Source: an optimization exercise on an open RTL-to-GDS flow (aim: small area). Production flows keep margins and buffers that such runs may drop. The RTL of this run was laid out without a check of its function. Power and IR drop assume default switching activity.

[run.sh]
#!/bin/bash
# synth_recipe.tcl (not shown) runs the flow's synth.tcl, then flattens the netlist and writes it again
# the make line also repeats each setting of config.mk as NAME=value (left out here)
make -C /OpenROAD-flow-scripts/flow DESIGN_CONFIG=/design/flow/config.mk WORK_HOME=/design/flow/orfs CLKGATE_MAP_FILE= SYNTH_SCRIPT=/design/flow/synth_recipe.tcl finish
[config.mk]
export PLATFORM = sky130hd
export DESIGN_NAME = reg_file_sb
export DESIGN_NICKNAME = reg_file_sb
export VERILOG_FILES = /design/flow/design.v
export SDC_FILE = /design/flow/constraint.sdc
export NUM_CORES = 4
export LEC_CHECK = 0
export CAP_MARGIN = 20
export CORE_MARGIN = 2
export CORE_UTILIZATION = 55
export CTS_BUF_LIST = sky130_fd_sc_hd__clkbuf_4
export SLEW_MARGIN = 20
export SYNTH_HIERARCHICAL = 1
[constraint.sdc]
create_clock -name core_clock -period 7.0 [get_ports {CLK}]
set_input_delay 1.4000 -clock core_clock [delete_from_list [all_inputs] [get_ports {CLK}]]
set_output_delay 1.4000 -clock core_clock [all_outputs]
set_load 0.01 [all_outputs]
[design.v]
module reg_scoreboard
#(
    parameter int ADDR_W = 5
)(
    input  logic                    clk,
    input  logic                    rst_n,
    input  logic                    i_armed,
    input  logic [(1<<ADDR_W)-1:0]  i_commit_sel,
    input  logic [(1<<ADDR_W)-1:0]  i_keep,
    input  logic                    i_issue_en,
    input  logic [ADDR_W-1:0]       i_issue_addr,
    output logic [(1<<ADDR_W)-1:0]  o_busy,
    output logic                    o_issue_ready,
    output logic [ADDR_W:0]         o_pend_cnt
);
    localparam int DEPTH = 1 << ADDR_W;
    logic [DEPTH-1:1] r_busy;
    logic [ADDR_W:0]  r_pend_cnt;
    logic [DEPTH-1:1] w_isel;
    logic             w_busy_iss;
    logic             w_busy_wr;
    logic             w_same;
    logic             w_issue_acc;
    logic             w_set;
    logic             w_clr;
    always_comb
        for (int i = 1; i < DEPTH; i++)
            w_isel[i] = i_armed && (i_issue_addr == i);
    assign w_busy_iss  = |(w_isel & r_busy);
    assign w_busy_wr   = |(i_commit_sel[DEPTH-1:1] & r_busy);
    assign w_same      = |(w_isel & i_commit_sel[DEPTH-1:1]);
    assign w_issue_acc = i_issue_en && (|w_isel) && (!w_busy_iss || w_same);
    assign w_set       = w_issue_acc && !w_busy_iss;
    assign w_clr       = w_busy_wr && !(w_issue_acc && w_same);
    for (genvar i = 1; i < DEPTH; i++) begin : g_busy
        always_ff @(posedge clk)
            r_busy[i] <= (r_busy[i] && i_keep[i]) || (w_issue_acc && w_isel[i]);
    end
    always_ff @(posedge clk or negedge rst_n) begin
        if (!rst_n)
            r_pend_cnt <= '0;
        else if (w_set != w_clr)
            r_pend_cnt <= w_set ? r_pend_cnt + 1'b1 : r_pend_cnt - 1'b1;
    end
    assign o_busy        = {r_busy, 1'b0};
    assign o_issue_ready = !w_busy_iss;
    assign o_pend_cnt    = r_pend_cnt;
endmodule
module reg_file_sb
#(
    parameter int DATA_W = 32,
    parameter int ADDR_W = 5
)(
    input  logic              CLK,
    input  logic              RESETN,
    input  logic [ADDR_W-1:0] RD1_ADDR,
    input  logic [ADDR_W-1:0] RD2_ADDR,
    output logic [DATA_W-1:0] RD1_DATA,
    output logic [DATA_W-1:0] RD2_DATA,
    output logic              RD1_BUSY,
    output logic              RD2_BUSY,
    input  logic              WR_EN,
    input  logic              WR_VALID,
    input  logic [ADDR_W-1:0] WR_ADDR,
    input  logic [DATA_W-1:0] WR_DATA,
    input  logic              ISSUE_EN,
    input  logic [ADDR_W-1:0] ISSUE_ADDR,
    output logic              ISSUE_READY,
    output logic [ADDR_W:0]   PEND_CNT
);
    localparam int DEPTH = 1 << ADDR_W;
    logic [DATA_W-1:0] w_q [DEPTH];
    logic              r_armed;
    logic              w_commit;
    logic [DEPTH-1:0]  w_wsel;
    logic [DEPTH-1:0]  w_keep;
    logic [DEPTH-1:0]  w_sel1, w_sel2;
    logic [DEPTH-1:0]  w_busy;
    assign w_commit = r_armed && WR_EN && WR_VALID && (WR_ADDR != '0);
    always_ff @(posedge CLK or negedge RESETN) begin
        if (!RESETN)
            r_armed <= 1'b0;
        else
            r_armed <= 1'b1;
    end
    always_comb begin
        w_wsel[0] = 1'b0;
        w_keep[0] = 1'b0;
        w_sel1[0] = 1'b0;
        w_sel2[0] = 1'b0;
        for (int i = 1; i < DEPTH; i++) begin
            w_wsel[i] = w_commit && (WR_ADDR == i);
            w_keep[i] = r_armed && !w_wsel[i];
            w_sel1[i] = w_keep[i] && (RD1_ADDR == i);
            w_sel2[i] = w_keep[i] && (RD2_ADDR == i);
            w_sel1[0] = w_sel1[0] || (w_wsel[i] && (RD1_ADDR == i));
            w_sel2[0] = w_sel2[0] || (w_wsel[i] && (RD2_ADDR == i));
        end
    end
    for (genvar i = 1; i < DEPTH; i++) begin : g_row
        reg_file_row #(.W(DATA_W)) u_row (
            .clk   (CLK),
            .i_wr  (w_wsel[i]),
            .i_keep(w_keep[i]),
            .i_d   (WR_DATA),
            .o_q   (w_q[i])
        );
    end
    reg_scoreboard #(.ADDR_W(ADDR_W)) u_sb (
        .clk           (CLK),
        .rst_n         (RESETN),
        .i_armed       (r_armed),
        .i_commit_sel  (w_wsel),
        .i_keep        (w_keep),
        .i_issue_en    (ISSUE_EN),
        .i_issue_addr  (ISSUE_ADDR),
        .o_busy        (w_busy),
        .o_issue_ready (ISSUE_READY),
        .o_pend_cnt    (PEND_CNT)
    );
    assign RD1_BUSY = |(w_sel1 & w_busy);
    assign RD2_BUSY = |(w_sel2 & w_busy);
    assign w_q[0] = WR_DATA;
    for (genvar b = 0; b < DATA_W; b++) begin : g_rd
        logic [DEPTH-1:0] w_col;
        for (genvar i = 0; i < DEPTH; i++) begin : g_col
            assign w_col[i] = w_q[i][b];
        end
        reg_file_rdbit u_rd1 (.i_sel(w_sel1), .i_d(w_col), .o_d(RD1_DATA[b]));
        reg_file_rdbit u_rd2 (.i_sel(w_sel2), .i_d(w_col), .o_d(RD2_DATA[b]));
    end
endmodule
module reg_file_row
#(
    parameter int W = 32
)(
    input  logic         clk,
    input  logic         i_wr,
    input  logic         i_keep,
    input  logic [W-1:0] i_d,
    output logic [W-1:0] o_q
);
    always_ff @(posedge clk)
        o_q <= ({W{i_wr}} & i_d) | ({W{i_keep}} & o_q);
endmodule
module reg_file_rdbit (
    input  logic [31:0] i_sel,
    input  logic [31:0] i_d,
    output logic        o_d
);
    logic [10:0] w_n;
    logic [2:0]  w_p;
    for (genvar k = 0; k < 10; k++) begin : g_aoi
        reg_file_aoi222 u_aoi (.a(i_sel[3*k+2:3*k]), .b(i_d[3*k+2:3*k]), .y(w_n[k]));
    end
    reg_file_aoi22  u_aoi22 (.a(i_sel[31:30]), .b(i_d[31:30]), .y(w_n[10]));
    reg_file_nand4  u_n0 (.a(w_n[3:0]), .y(w_p[0]));
    reg_file_nand4  u_n1 (.a(w_n[7:4]), .y(w_p[1]));
    reg_file_nand3  u_n2 (.a(w_n[10:8]), .y(w_p[2]));
    reg_file_or3    u_o  (.a(w_p), .y(o_d));
endmodule
module reg_file_aoi222 (input logic [2:0] a, input logic [2:0] b, output logic y);
    assign y = !(|(a & b));
endmodule
module reg_file_aoi22 (input logic [1:0] a, input logic [1:0] b, output logic y);
    assign y = !(|(a & b));
endmodule
module reg_file_nand4 (input logic [3:0] a, output logic y);
    assign y = !(&a);
endmodule
module reg_file_nand3 (input logic [2:0] a, output logic y);
    assign y = !(&a);
endmodule
module reg_file_or3 (input logic [2:0] a, output logic y);
    assign y = |a;
endmodule
==> run summary <==
==> worst reg2reg max path: cells and delay by family, from the launching register on <==
| kind | cells | cell delay (ps) |
|---|---|---|
| AO/OA/AOI/OAI | 8 | 1690 |
| adder cells (fa/ha/maj) | 1 | 310 |
| buffers and inverters | 3 | 730 |
| flip-flops | 1 | 660 |
| multiplexers | 1 | 380 |
| AND/OR/NAND/NOR | 3 | 990 |
==> per-stage QoR <==
step                      TNS [ps]   util  cells  worst slack (ps)
after global routing             0  0.653   5604              23.9
after global placement        -256  0.606   5124             -75.4
after detailed placement      -822  0.609   5131              -150
after floorplan                  0      -   3812              25.1
after CTS                        0  0.651   5598              9.55
final                         -271  0.653   5622              -105
==> state kept, by name, summed over array words and instances, names as in the netlist <==
signal	cells
r_armed	1
g_row.u_row.o_q	992
u_sb.r_pend_cnt	6
u_sb.r_busy	31
==> what timing repair did <==
item,in CTS,in global routing
endpoints found under the setup margin,46,22
resized for setup,10,18
buffers inserted,1,0
pin swaps,6,20
gates cloned,0,0
==> layout by cell type (no fill, tap or decap), types with 8 or more instances in the layout <==
cell             instances
diode_2                 22
nor4_1                  13
dlymetal6s2s_1           8
buf_12                  52
nor4_2                  12
nor2b_4                 19
nand4_1                142
and2_1                   9
a21oi_1                  9
nand2b_1                16
a32o_1                  34
a32oi_1                 10
or3_1                   66
clkbuf_4               410
nand3b_1                11
a22o_2                  62
inv_2                    8
mux2i_1                  9
clkdlybuf4s50_1        114
a22oi_2                 64
a22oi_1                 27
a222oi_1               641
a22o_1                 935
nor2_1                  38
nor3_2                  53
buf_4                  322
nand3_1                 86
or2_2                    8
nand2_1                 35
clkinv_1                38
dfxtp_1               1023
or3_4                    8
nor3_1                  21
inv_1                   22
nor3_4                  14
==> metal layers <==
metal / GRT usage / part of all wire / vias to the layer above
met5: 0.0415 / 0.0030 / -
met2: 0.749 / 0.39 / 5880
met3: 0.269 / 0.18 / 1788
met4: 0.445 / 0.10 / 38
met1: 0.626 / 0.32 / 23500
li1: - / - / 18400
==> final cells by class <==
type,instances,area [um2],area share
multi-input cells,2511,22100,0.421
clock buffers,410,3080,0.0586
clock inverters,56,300,0.00571
inverters,22,82.6,0.00157
well taps,1060,1330,0.0252
flip-flops and latches,1030,20700,0.393
diodes,22,55.1,0.00105
repair buffers,511,4950,0.0942
==> path summary, 6_finish.rpt <==
check | end | depth (start not counted)
worst min register to register | g_row[19].u_row.o_q[16] | 1
worst max register to register | u_sb.r_pend_cnt[5] | 16
min in group core_clock | g_row[19].u_row.o_q[16] | 1
worst min-delay path | u_sb.r_pend_cnt[1] | 1
max in group asynchronous | r_armed | 1
worst max-delay path | RD2_DATA[2] | 10
==> power breakdown <==
part	leakage (nW)	internal, mW	switching, mW	total (mW)
Combinational	9.27	0.302	0.724	1.03
Sequential	8.32	5.90	0.0519	5.95
Clock	2.05	2.78	2.59	5.37
Total	19.6	8.98	3.37	12.4
==> impl_metrics.py <==
metrics = {
    "run_status": {
        "outcome": "finished with violations",
        "failed_checks": "setup timing",
    },
    "worst_setup_path": {
        "critPathMaxStageDelay_ps": 1030,
        "reg2reg_slack_ps": 2170,
        "cp_cell_sequence": "buf_4, nand2b_1, nor2_1, nand2_1, nor2_2, buf_4, a222oi_1, nand4_1, or3_1, clkdlybuf4s50_1",
        "cpMostUsedCell": "buf_4",
        "crit_start": "r_armed",
        "r2r-start": "r_armed",
        "worst_path_max_delay_cell": "nor2_2",
        "end_kind": "output port",
        "worstPathRequired_ps": 5600,
        "cp_num_buf_inv": 3,
        "worstPathArrival_ps": 5700,
        "critical_path_class": "reg -> out",
        "worst_setup_path_start_kind": "register",
        "crit_path_max_fanout": 32,
        "cp_top_family": "simple AND/OR/NAND/NOR gates",
    },
    "synthesis": {
        "syn_inst": 3812,
        "avgSynthCellArea_um2": 11.7,
        "syn_area_um2": 44700,
        "yosysWarnings": 11,
        "syn_nets": 3873,
    },
    "floorplan": {
        "die_h_um": 289,
        "rows": 104,
        "die_w_um": 289,
        "core-area_um2": 80400,
        "start_util": 0.556,
        "io_pins": 130,
        "die_area_um2": 83500,
    },
    "placement": {
        "place.gp.congestion": 1.00,
        "port_buffers": 129,
        "dpl_cell_area_um2": 48900,
        "hpwlAfterDp_um": 142000,
    },
    "timing": {
        "whs_ps": 414,
        "hold_violations": 0,
        "timing.final.ws_setup_ps": -105,
        "post-route-min-period_ps": 7100,
        "max_freq_ghz": 0.141,
        "fin_crit_sh": 1.01,
        "setup_viol": 5,
        "rsz0062_at_grt": "no",
        "final_max_slew_viol_count": 0,
        "tightest_slew_ps": 1360,
        "final.setup_skew_ps": 98.2,
        "max_slew_margin": 0.0871,
    },
    "global_routing": {
        "antenna_found_initial": 25,
        "grt_max_degree": 40,
        "track_usage": 0.543,
        "grt_pass1_wl_um": 330000,
        "grt_overflow_total": 0,
        "grt_pass1_vias": 48000,
    },
    "run": {
        "cap_violations": 0,
    },
    "pwr": {
        "p_leak_nw": 19.6,
        "ir_worst_vdd_uv": 180,
        "p_total_mw": 12.4,
        "power.density_nw_per_um2": 235,
    },
    "clock_network": {
        "cts_tree": "built",
        "cts_sinks": 1030,
        "h-tree-depth": 5,
        "clock_latency_ps": 1300,
        "cts_buffer_depth": 4,
        "cts-root-buf": "clkbuf_4",
        "numCtsBuffers": 286,
        "ctsHoldBuffers": 0,
        "clk_pin_slew_worst_paths_ps": 60,
    },
    "layout": {
        "final_cell_area_um2": 52500,
        "fin_nets": 4423,
        "syn_to_final_growth_pct": 17.6,
        "nFillCells": 6348,
        "drive_gt1_frac": 0.242,
    },
    "routing": {
        "drc": 0,
        "postRouteAntennaNets": 0,
        "initialDrtViolationCount": 15600,
        "vias_per_cell": 8.83,
        "wire_per_inst_um": 42.1,
        "wl_um": 237000,
        "first_pass_iters": 22,
        "via_count": 49700,
    },
    "worst_hold_path": {
        "hold_path_class": "in -> async",
    },
}

==> port drivers added, routing unchanged <==
No port has a modelled driver above. Below, the same layout with a new extraction and two added sets of constraints. Step 1 assumes that a clkbuf_16 drives the clock port and a buf_2 every other input. Step 2, shift: input delay + t, output delay - t, t = (earliest + latest rising clock arrival at the registers) / 2. This alone moves slack from input paths to output paths. a / b / c = ideal ports / drivers / drivers and shift; a / b = the first two.
t (ns): 1.315
setup WS [ns]: -0.105 / -0.178 / -0.082
worst setup path at the end: input to output
clock arrival spread, ns: 0.121 / 0.121
The setup slack of this run moves by -0.073 ns with the drivers and by +0.023 ns with both steps.
